From an optimization exercise on the open Yosys and OpenROAD flow, aimed at small area, a short achievable clock period and few clock cycles; shortcuts taken in it are not production practice. In this exercise RTL edits were held to simulation tests only and were not proved equivalent to the original.

## run Z
Design go_to_point_steering_controller, start of the top module:
module go_to_point_steering_controller (
    input  logic                              clk,
    input  logic                              rst_n,
    input  logic                              in_valid,
    output logic                              in_ready,
    input  logic [1:0]                        in_kind,
    input  logic signed [15:0]                in_waypoint_x,
    input  logic signed [15:0]                in_waypoint_y,
    input  logic signed [15:0]                in_pose_x,
    input  logic signed [15:0]                in_pose_y,
    input  logic signed [14:0]                in_pose_heading,
    output logic                              out_valid,
    input  logic                              out_ready,
    output logic [14:0]                       out_linear_speed,
    output logic signed [15:0]                out_turn_rate,
    output logic [16:0]                       out_distance,
    output logic [2:0]                        out_status,
    output logic                              out_last,
    input  logic                              cfg_we,
    input  logic [gtp_pkg::CFG_IDX_W-1:0]     cfg_index,
    input  logic [gtp_pkg::CFG_DATA_W-1:0]    cfg_data
);
    localparam logic signed [16:0] PI_Q     = 17'sd12868;
    localparam logic signed [16:0] TWO_PI_Q = 17'sd25736;
    localparam int TL = 16;      
    logic [15:0] arrive_tol_reg, deadband_reg, gain_reg;
    logic [14:0] max_turn_reg, min_speed_reg, max_speed_reg;
    logic [13:0] align_reg;
    logic [7:0]  timeout_reg;
    always_ff @(posedge clk or negedge rst_n)
    begin
        if (!rst_n)
        begin
            arrive_tol_reg <= 16'd410;
            deadband_reg   <= 16'd205;
            gain_reg       <= 16'd16384;
            max_turn_reg   <= 15'd8192;
            align_reg      <= 14'd410;
  ...
Size: roughly 8300 cells after synthesis, about 160 I/O pins, roughly 0.088 mm2 of cells after synthesis.
export LEC_CHECK = 0
export CAP_MARGIN = 20
export CORE_MARGIN = 2
export CORE_UTILIZATION = 62
export CTS_BUF_LIST = sky130_fd_sc_hd__clkbuf_8
export CTS_CLUSTER_SIZE = 40
export SLEW_MARGIN = 20
create_clock -name core_clock -period 12.0 [get_ports {clk}]
run.sh (not shown) runs the stock make flow with config.mk's settings and CLKGATE_MAP_FILE= SYNTH_SCRIPT=/design/flow/synth_recipe.tcl, a recipe that flattens the netlist after the stock synthesis.
No stage failed in run Z, and the final checks on the layout all came back clean.
Testbench counts of run Z, summed over its fixed seeds: cycles 1,998.
--- input diff run Z..run D ---
--- a/flow/design.v
+++ b/flow/design.v
@@ -73,57 +73,61 @@
         end
     endfunction
 endpackage
 module gtp_cordic_unit #(
     parameter int I  = 1,     
     parameter int WP = 25,    
     parameter int WR = 26     
 ) (
     input  logic                 clk,
     input  logic                 en,
     input  logic                 sec,
+    input  logic                 secp,    
     input  logic [25:0]          xp,
     input  logic signed [WP-1:0] wp,
     input  logic [I-1:0]         sp,
     input  logic [16:0]          hp,
     output logic [25:0]          xr,
     output logic signed [WR-1:0] wr,
     output logic [I+1:0]         sr,
     output logic [16:0]          hr
 );
     localparam int WM = (WP > WR) ? WP : WR;
     localparam int LX = WM - I;    
     logic signed [WM-1:0] wi, ws;
     logic [25:0] xi, xs, wsx, x_new;
     logic [WR-1:0] xsw, w_new;
     logic s, c, xcy, xneg;
     logic [LX-1:0] xlo;
     logic [25-LX:0] xhi;
+    logic sec_x, sec_wn;
+    always_ff @(posedge clk)
+        if (en)
+        begin
+            sec_x  <= secp;
+            sec_wn <= !secp;
+        end
     always_comb
     begin
+        xi = sec_x ? xr : xp;
+        ws = sec_x ? (WM'(wr) >>> (I + 1)) : (WM'(wp) >>> I);
+        wi = sec_wn ? WM'(wp) : WM'(wr);
+        xs = sec_wn ? (xp >> I) : (xr >> (I + 1));
         if (sec)
         begin
-            xi = xr;
-            wi = WM'(wr);
             s  = !wr[WR-1];
-            xs = xr >> (I + 1);
-            ws = WM'(wr) >>> (I + 1);
             c  = &wr[I:0];
         end
         else
         begin
-            xi = xp;
-            wi = WM'(wp);
             s  = !wp[WP-1];
-            xs = xp >> I;
-            ws = WM'(wp) >>> I;
             c  = &wp[I-1:0];
         end
         wsx = 26'(ws);
         xsw = WR'(xs);
         {xcy, xlo} = {1'b0, xi[LX-1:0]} + {1'b0, (s ? wsx[LX-1:0] : ~wsx[LX-1:0])} + (LX+1)'(s ? c : !c);
         xneg = s ? wsx[25] : !wsx[25];
         if (xcy && !xneg)      xhi = xi[25:LX] + 1'b1;
         else if (!xcy && xneg) xhi = xi[25:LX] - 1'b1;
         else                   xhi = xi[25:LX];
         x_new = {xhi, xlo};
         w_new = WR'(wi) + (s ? ~xsw : xsw) + WR'(s);
@@ -3255,38 +3259,38 @@
     logic signed [20:0] w4s;
     logic signed [18:0] w5s;
     logic signed [16:0] w6s;
     logic signed [14:0] w7s;
     logic [3:0]  s2s;
     logic [5:0]  s3s;
     logic [7:0]  s4s;
     logic [9:0]  s5s;
     logic [11:0] s6s;
     logic [13:0] s8s;
     logic [16:0] h2s, h3s, h4s, h5s, h6s, h8s;
-    gtp_cordic_unit #(.I(2),  .WP(26), .WR(25)) u1 (.clk(clk), .en(en), .sec(tgs[2]),
+    gtp_cordic_unit #(.I(2),  .WP(26), .WR(25)) u1 (.clk(clk), .en(en), .sec(tgs[2]), .secp(tgs[1]),
         .xp(r1_x), .wp(r1_w), .sp(r1_s), .hp(r1_h),
         .xr(x2s), .wr(w2s), .sr(s2s), .hr(h2s));
-    gtp_cordic_unit #(.I(4),  .WP(25), .WR(23)) u2 (.clk(clk), .en(en), .sec(tgs[4]),
+    gtp_cordic_unit #(.I(4),  .WP(25), .WR(23)) u2 (.clk(clk), .en(en), .sec(tgs[4]), .secp(tgs[3]),
         .xp(x2s), .wp(w2s), .sp(s2s), .hp(h2s),
         .xr(x3s), .wr(w3s), .sr(s3s), .hr(h3s));
-    gtp_cordic_unit #(.I(6),  .WP(23), .WR(21)) u3 (.clk(clk), .en(en), .sec(tgs[6]),
+    gtp_cordic_unit #(.I(6),  .WP(23), .WR(21)) u3 (.clk(clk), .en(en), .sec(tgs[6]), .secp(tgs[5]),
         .xp(x3s), .wp(w3s), .sp(s3s), .hp(h3s),
         .xr(x4s), .wr(w4s), .sr(s4s), .hr(h4s));
-    gtp_cordic_unit #(.I(8),  .WP(21), .WR(19)) u4 (.clk(clk), .en(en), .sec(tgs[8]),
+    gtp_cordic_unit #(.I(8),  .WP(21), .WR(19)) u4 (.clk(clk), .en(en), .sec(tgs[8]), .secp(tgs[7]),
         .xp(x4s), .wp(w4s), .sp(s4s), .hp(h4s),
         .xr(x5s), .wr(w5s), .sr(s5s), .hr(h5s));
-    gtp_cordic_unit #(.I(10), .WP(19), .WR(17)) u5 (.clk(clk), .en(en), .sec(tgs[10]),
+    gtp_cordic_unit #(.I(10), .WP(19), .WR(17)) u5 (.clk(clk), .en(en), .sec(tgs[10]), .secp(tgs[9]),
         .xp(x5s), .wp(w5s), .sp(s5s), .hp(h5s),
         .xr(x6s), .wr(w6s), .sr(s6s), .hr(h6s));
-    gtp_cordic_unit #(.I(12), .WP(17), .WR(15)) u6 (.clk(clk), .en(en), .sec(tgs[12]),
+    gtp_cordic_unit #(.I(12), .WP(17), .WR(15)) u6 (.clk(clk), .en(en), .sec(tgs[12]), .secp(tgs[11]),
         .xp(x6s), .wp(w6s), .sp(s6s), .hp(h6s),
         .xr(x14), .wr(w7s), .sr(s8s), .hr(h8s));
     logic [41:0] dm_a, dm_b;
     logic [24:0] dm_lo;
     logic signed [16:0] e_raw;
     gtp_dmul u_dm (.x(x14), .ra(dm_a), .rb(dm_b));
     assign dm_lo = {1'b0, dm_a[23:0]} + {1'b0, dm_b[23:0]};
     gtp_zsum u_zs (.s(s8s), .qp(h8s[16]), .qn(h8s[15]), .rh(h8s[14:0]), .e(e_raw));
     logic [17:0] r8_da, r8_db;
     logic r8_dc;
     logic signed [16:0] r8_e;
Findings:
- Delta (run D minus run Z): max-slew headroom at the worst pin picked up an extra 2.0 points; instance area after placement went up; wire length shows an increase of 2.2 mm.
- Compared with run Z, in run D number of distinct library cells after synthesis now sits lower; pin count of the biggest net entering global routing now sits higher; count of flip-flops with a built-in enable after synthesis now sits higher; worst setup slack after layout now sits lower; final critical path time including I/O delays and setup now sits higher.
- input pin to register as the path type of the worst setup path was reported by run Z, and register to register by run D.
- Looking at worst stage delay on the critical path, run D sits 0.17 ns lower than run Z does.
- Taking run Z as the reference point, the share of final layout cell area taken by clock buffers and inverters of run D falls by 0.45 points.
- | critical path depth in cells | run D vs run Z | 7 higher |
Testbench counts of run D, summed over its fixed seeds: cycles 1,998.

---

Setup of job 2648:
go_to_point_steering_controller, a different RTL version from the one above (not shown whole).
Size: about 8200 cells after synthesis, roughly 1100 flip-flops, roughly 89000 um2 of cells after synthesis.
Settings: LEC_CHECK=0, CAP_MARGIN=20, CORE_MARGIN=2, CORE_UTILIZATION=62, CTS_BUF_LIST=sky130_fd_sc_hd__clkbuf_8, CTS_CLUSTER_SIZE=40, SLEW_MARGIN=20; clock period 12.0 ns.
Testbench counts of job 2648, summed over its fixed seeds: cycles 1,998.
## Diff of input files: job 6758 against job 2648
diff --git a/flow/design.v b/flow/design.v
--- a/flow/design.v
+++ b/flow/design.v
@@ -184,19 +184,18 @@
             hr <= hp;
         end
     end
 endmodule
 module gtp_zsum (
     input  logic [13:0] s,
     input  logic qp, qn,
     input  logic [14:0] rh,
-    output logic signed [16:0] e
+    output logic [35:0] ra, rb
 );
-logic [35:0] ra, rb, r;
 logic zs_w1;
 logic zs_w2;
 logic zs_w3;
 logic zs_w4;
 logic zs_w5;
 logic zs_w6;
 logic zs_w7;
 logic zs_w8;
@@ -657,18 +656,16 @@
 assign zs_w229 = qn ^ 1'b1;
 assign zs_w230 = qn & 1'b1;
 assign zs_w231 = qn ^ 1'b1;
 assign zs_w232 = qn & 1'b1;
 assign zs_w233 = qn ^ 1'b1;
 assign zs_w234 = qn & 1'b1;
 assign ra = {zs_w232, zs_w230, zs_w228, zs_w226, zs_w224, zs_w222, zs_w220, zs_w218, zs_w216, zs_w214, zs_w212, zs_w210, zs_w208, zs_w206, zs_w204, zs_w202, zs_w200, zs_w198, zs_w196, zs_w194, zs_w192, zs_w190, zs_w188, zs_w186, zs_w139, qp, qn, qp, qn, qp, qn, qp, qn, qn, zs_w182, 1'b1};
 assign rb = {zs_w233, zs_w231, zs_w229, zs_w227, zs_w225, zs_w223, zs_w221, zs_w219, zs_w217, zs_w215, zs_w213, zs_w211, zs_w209, zs_w207, zs_w205, zs_w203, zs_w201, zs_w199, zs_w197, zs_w195, zs_w193, zs_w191, zs_w189, zs_w187, zs_w185, 1'b1, 1'b0, 1'b1, 1'b1, 1'b1, 1'b1, 1'b1, 1'b0, zs_w184, zs_w183, zs_w181};
-assign r = ra + rb;
-assign e = r[34:18];
 endmodule
 module gtp_dmul (
     input  logic [25:0] x,
     output logic [41:0] ra, rb
 );
 logic dm_w1;
 logic dm_w2;
 logic dm_w3;
@@ -3276,38 +3273,45 @@
     gtp_cordic_unit #(.I(10), .WP(19), .WR(17)) u5 (.clk(clk), .en(en), .sec(tgs[10]), .secp(tgs[9]),
         .xp(x5s), .wp(w5s), .sp(s5s), .hp(h5s),
         .xr(x6s), .wr(w6s), .sr(s6s), .hr(h6s));
     gtp_cordic_unit #(.I(12), .WP(17), .WR(15)) u6 (.clk(clk), .en(en), .sec(tgs[12]), .secp(tgs[11]),
         .xp(x6s), .wp(w6s), .sp(s6s), .hp(h6s),
         .xr(x14), .wr(w7s), .sr(s8s), .hr(h8s));
     logic [41:0] dm_a, dm_b;
     logic [24:0] dm_lo;
-    logic signed [16:0] e_raw;
     gtp_dmul u_dm (.x(x14), .ra(dm_a), .rb(dm_b));
     assign dm_lo = {1'b0, dm_a[23:0]} + {1'b0, dm_b[23:0]};
-    gtp_zsum u_zs (.s(s8s), .qp(h8s[16]), .qn(h8s[15]), .rh(h8s[14:0]), .e(e_raw));
+    logic [35:0] zs_a, zs_b;
+    logic [18:0] zs_lo;
+    gtp_zsum u_zs (.s(s8s), .qp(h8s[16]), .qn(h8s[15]), .rh(h8s[14:0]), .ra(zs_a), .rb(zs_b));
+    assign zs_lo = {1'b0, zs_a[17:0]} + {1'b0, zs_b[17:0]};
     logic [17:0] r8_da, r8_db;
     logic r8_dc;
-    logic signed [16:0] r8_e;
+    logic [16:0] r8_ea, r8_eb;
+    logic r8_ec;
     always_ff @(posedge clk)
         if (en)
         begin
             r8_da <= dm_a[41:24];
             r8_db <= dm_b[41:24];
             r8_dc <= dm_lo[24];
-            r8_e <= e_raw;
+            r8_ea <= zs_a[34:18];
+            r8_eb <= zs_b[34:18];
+            r8_ec <= zs_lo[18];
         end
     logic [16:0] p2_dist;
     logic [17:0] r8_d;
+    logic signed [16:0] r8_e;
     logic signed [16:0] p2_em, p2_ep, p2_e;
     logic p2_db, p2_arr;
     always_comb
     begin
         r8_d = r8_da + r8_db + 18'(r8_dc);
+        r8_e = r8_ea + r8_eb + 17'(r8_ec);
         p2_dist = r8_d[17] ? 17'd131071 : r8_d[16:0];
         p2_em = r8_e - TWO_PI_Q;
         p2_ep = r8_e + TWO_PI_Q;
         if (r8_e > PI_Q)       p2_e = p2_em;
         else if (r8_e < -PI_Q) p2_e = p2_ep;
         else                   p2_e = r8_e;
         p2_db  = p2_dist > 17'(deadband_reg);
         p2_arr = p2_dist < 17'(arrive_tol_reg);
Findings:
Comparing job 2648 and job 6758, the lower wire length of the first global-routing pass is on job 2648.
On critical path depth, the higher figure sits with job 6758, not job 2648.
Cell area after synthesis: job 6758 > job 2648
Largest clock skew in the final design in job 6758 vs job 2648: up 7.0 ps
Going from job 2648 to job 6758, the data arrival time of the worst path was found to have gone down by 520 ps.
Compare job 2648 and job 6758 | count of clock-buffer cells in the layout higher: job 2648
The parity-gate share of the synthesized area counting xor and xnor cells of job 6758 and that of job 2648 are within noise of each other.
Placeable core region, job 2648 and job 6758: smaller value in job 2648
Testbench counts of job 6758, summed over its fixed seeds: cycles 1,998.

---

== before ==
go_to_point_steering_controller, a different RTL version from the one above (not shown whole).
Size in the first run: roughly 8000 cells after synthesis, ~160 I/O pins, about 0.086 mm2 of cells after synthesis.
clock: 12.0 ns
lec_check: 0
cap_margin: 20
core_margin: 2
core_utilization: 62
cts_buf_list: sky130_fd_sc_hd__clkbuf_8
cts_cluster_size: 40
slew_margin: 20
Testbench counts of before, summed over its fixed seeds: cycles 1,986.
Setup changes, before to after
--- a/flow/design.v
+++ b/flow/design.v
@@ -2955,25 +2955,25 @@
     input  logic                              out_ready,
     output logic [14:0]                       out_linear_speed,
     output logic signed [15:0]                out_turn_rate,
     output logic [16:0]                       out_distance,
     output logic [2:0]                        out_status,
     output logic                              out_last,
     input  logic                              cfg_we,
     input  logic [gtp_pkg::CFG_IDX_W-1:0]     cfg_index,
     input  logic [gtp_pkg::CFG_DATA_W-1:0]    cfg_data
 );
     localparam logic signed [16:0] PI_Q     = 17'sd12868;
     localparam logic signed [16:0] TWO_PI_Q = 17'sd25736;
-    localparam int TL = 15;      
+    localparam int TL = 16;      
     logic [15:0] arrive_tol_reg, deadband_reg, gain_reg;
     logic [14:0] max_turn_reg, min_speed_reg, max_speed_reg;
     logic [13:0] align_reg;
     logic [7:0]  timeout_reg;
     always_ff @(posedge clk or negedge rst_n)
     begin
         if (!rst_n)
         begin
             arrive_tol_reg <= 16'd410;
             deadband_reg   <= 16'd205;
             gain_reg       <= 16'd16384;
             max_turn_reg   <= 15'd8192;
@@ -3328,44 +3328,60 @@
     logic r10_db, r10_al, r10_arr;
     always_ff @(posedge clk)
         if (en)
         begin
             r10_ta <= g_ra[30:12];
             r10_tb <= g_rb[30:12];
             r10_tc <= g_lo[12];
             r10_dist <= p2_dist;
             r10_db <= p2_db;
             r10_al <= p2_al;
             r10_arr <= p2_arr;
         end
-    logic [18:0] r10_t, p4_hi, p4_lo;
-    logic signed [15:0] p4_turn;
-    logic [14:0] p4_lin;
+    logic [18:0] p3_t;
+    logic [14:0] p3_lin;
     always_comb
     begin
-        r10_t = r10_ta + r10_tb + 19'(r10_tc);
-        p4_hi = r10_ta + r10_tb + 19'(r10_tc) + ~(19'(max_turn_reg));    
-        p4_lo = r10_ta + r10_tb + 19'(r10_tc) + 19'(max_turn_reg);       
-        if (!r10_db)               p4_turn = 16'sd0;
-        else if (!p4_hi[18])       p4_turn = 16'(max_turn_reg);
-        else if (p4_lo[18])        p4_turn = -(16'(max_turn_reg));
-        else                       p4_turn = 16'(r10_t);
+        p3_t = r10_ta + r10_tb + 19'(r10_tc);
         if (!(r10_db && r10_al))
-            p4_lin = 15'd0;
+            p3_lin = 15'd0;
         else if (r10_dist < 17'(min_speed_reg))
-            p4_lin = (min_speed_reg > max_speed_reg) ? max_speed_reg : min_speed_reg;
+            p3_lin = (min_speed_reg > max_speed_reg) ? max_speed_reg : min_speed_reg;
         else if (r10_dist > 17'(max_speed_reg))
-            p4_lin = max_speed_reg;
+            p3_lin = max_speed_reg;
         else
-            p4_lin = r10_dist[14:0];
+            p3_lin = r10_dist[14:0];
+    end
+    logic signed [18:0] r11_t;
+    logic [14:0] r11_lin;
+    logic [16:0] r11_dist;
+    logic r11_db, r11_arr;
+    always_ff @(posedge clk)
+        if (en)
+        begin
+            r11_t    <= p3_t;
+            r11_lin  <= p3_lin;
+            r11_dist <= r10_dist;
+            r11_db   <= r10_db;
+            r11_arr  <= r10_arr;
+        end
+    logic signed [18:0] mt_s;
+    logic signed [15:0] r11_turn;
+    always_comb
+    begin
+        mt_s = 19'(max_turn_reg);
+        if (!r11_db)               r11_turn = 16'sd0;
+        else if (r11_t > mt_s)     r11_turn = 16'(mt_s);
+        else if (r11_t < -mt_s)    r11_turn = -(16'(mt_s));
+        else                       r11_turn = 16'(r11_t);
     end
     always_ff @(posedge clk or negedge rst_n)
     begin
         if (!rst_n)
         begin
             for (int j = 1; j <= TL; j++)
             begin
                 tg[j] <= TG_NONE;
                 tgs[j] <= 1'b0;
             end
         end
         else if (en)
@@ -3394,72 +3410,72 @@
         e_valid = (tge != TG_NONE);
         e_steer = tgs[TL];
         e_run = e_steer && gae;
         e_st = e_steer ? 3'd6 : tge;            
         can_load = !ov || out_ready;
         o_sb = can_load && sb_pend;
         o_sk = can_load && !sb_pend && skv;
         o_e  = can_load && !sb_pend && !skv && e_valid;
         to_sk = e_valid && !o_e && !e_run && (!skv || o_sk);
         e_take = o_e || to_sk;
         freeze = e_valid && !e_take;
         rep_fire = e_take && e_steer;
-        rep_end = gae && r10_arr;
+        rep_end = gae && r11_arr;
     end
     always_ff @(posedge clk or negedge rst_n)
     begin
         if (!rst_n)
         begin
             ov <= 1'b0; sb_pend <= 1'b0; gae <= 1'b0; skv <= 1'b0;
         end
         else
         begin
             ov <= o_sb || o_sk || o_e || (ov && !out_ready);
             if (o_sb)
                 sb_pend <= 1'b0;
-            else if (o_e && e_run && r10_arr)
+            else if (o_e && e_run && r11_arr)
                 sb_pend <= 1'b1;
             if (to_sk)
                 skv <= 1'b1;
             else if (o_sk)
                 skv <= 1'b0;
             if (e_take)
             begin
-                if (e_run && r10_arr)
+                if (e_run && r11_arr)
                     gae <= 1'b0;
                 else if (!e_steer && tge == 3'd1)
                     gae <= 1'b1;
                 else if (!e_steer && (tge == 3'd4 || tge == 3'd5))
                     gae <= 1'b0;
             end
         end
     end
     always_ff @(posedge clk)
     begin
         if (to_sk)
             skst <= e_st;
         if (o_sb)
         begin
             olin <= 15'd0; oturn <= 16'sd0; ost <= 3'd3; olast <= 1'b1;
         end
         else if (o_sk)
         begin
             olin <= 15'd0; oturn <= 16'sd0; odist <= 17'd0; ost <= skst; olast <= 1'b1;
         end
         else if (o_e)
         begin
             if (e_run)
             begin
-                olin <= p4_lin; oturn <= p4_turn; odist <= r10_dist;
-                ost <= 3'd0; olast <= !r10_arr;
+                olin <= r11_lin; oturn <= r11_turn; odist <= r11_dist;
+                ost <= 3'd0; olast <= !r11_arr;
             end
             else
             begin
                 olin <= 15'd0; oturn <= 16'sd0; odist <= 17'd0;
                 ost <= e_st; olast <= 1'b1;
             end
         end
     end
     assign out_valid        = ov;
     assign out_linear_speed = olin;
     assign out_turn_rate    = oturn;
     assign out_distance     = odist;
==> notes.md <==
- Delta (after minus before): number of DRC markers in iteration 0 +305; worst max-slew margin expressed relative to the limit went down by 1.2 points; data-path buffer share of cell area in the final layout roughly the same; met1 wire length grew by 1800 um; clock skew after layout climbed 0.0033 ns.
- Summary of after over before: number of instances in the synthesized netlist +125, share of the synthesized area in compound gates (AO/OA/AOI/OAI) +0.25 points, overall fraction of global-route tracks in use ~0 delta.
- The area growth from synthesis to final layout was comparable across before and after.
- after has completed all stages; timing, DRC and antenna checks passed.
Testbench counts of after, summed over its fixed seeds: cycles 1,998.

afterwards: timing with drivers on the ports:
No port has a modelled driver above. Below, the same layouts with a new extraction and two added sets of constraints. Step 1: set_driving_cell puts a clkbuf_16 on clk and a buf_2 on each other input, an assumption about the parent block. Step 2 moves the port delays by t, midway between the first and last clock arrival at a register: inputs arrive t later, outputs are due t later. That takes back most of the time a late clock gives input paths. Three values: ideal, step 1, step 2; two values: the first two.
run | t (ns) | slack for setup (ns) | clock arrival spread, ns | worst data-port slew with drivers (ns) | pins driven straight from the clock port
run Z | 0.998 | 6.162 / 6.185 / 5.187 | 0.084 / 0.084 | 0.08 | 1
run D | 1.022 | 6.098 / 6.098 / 5.223 | 0.070 / 0.071 | 0.10 | 1
job 2648 | 0.998 | 5.543 / 5.594 / 4.596 | 0.064 / 0.064 | 0.13 | 1
job 6758 | 1.008 | 6.133 / 6.178 / 5.170 | 0.057 / 0.057 | 0.17 | 1
before | 0.958 | 5.718 / 5.770 / 4.812 | 0.068 / 0.069 | 0.12 | 1
after | 0.988 | 5.873 / 5.923 / 4.935 | 0.057 / 0.057 | 0.12 | 1
After both steps every run listed still meets setup and hold. For run Z, which loses most, drivers alone change the setup slack by +0.023 ns; drivers and shift together by -0.975 ns.
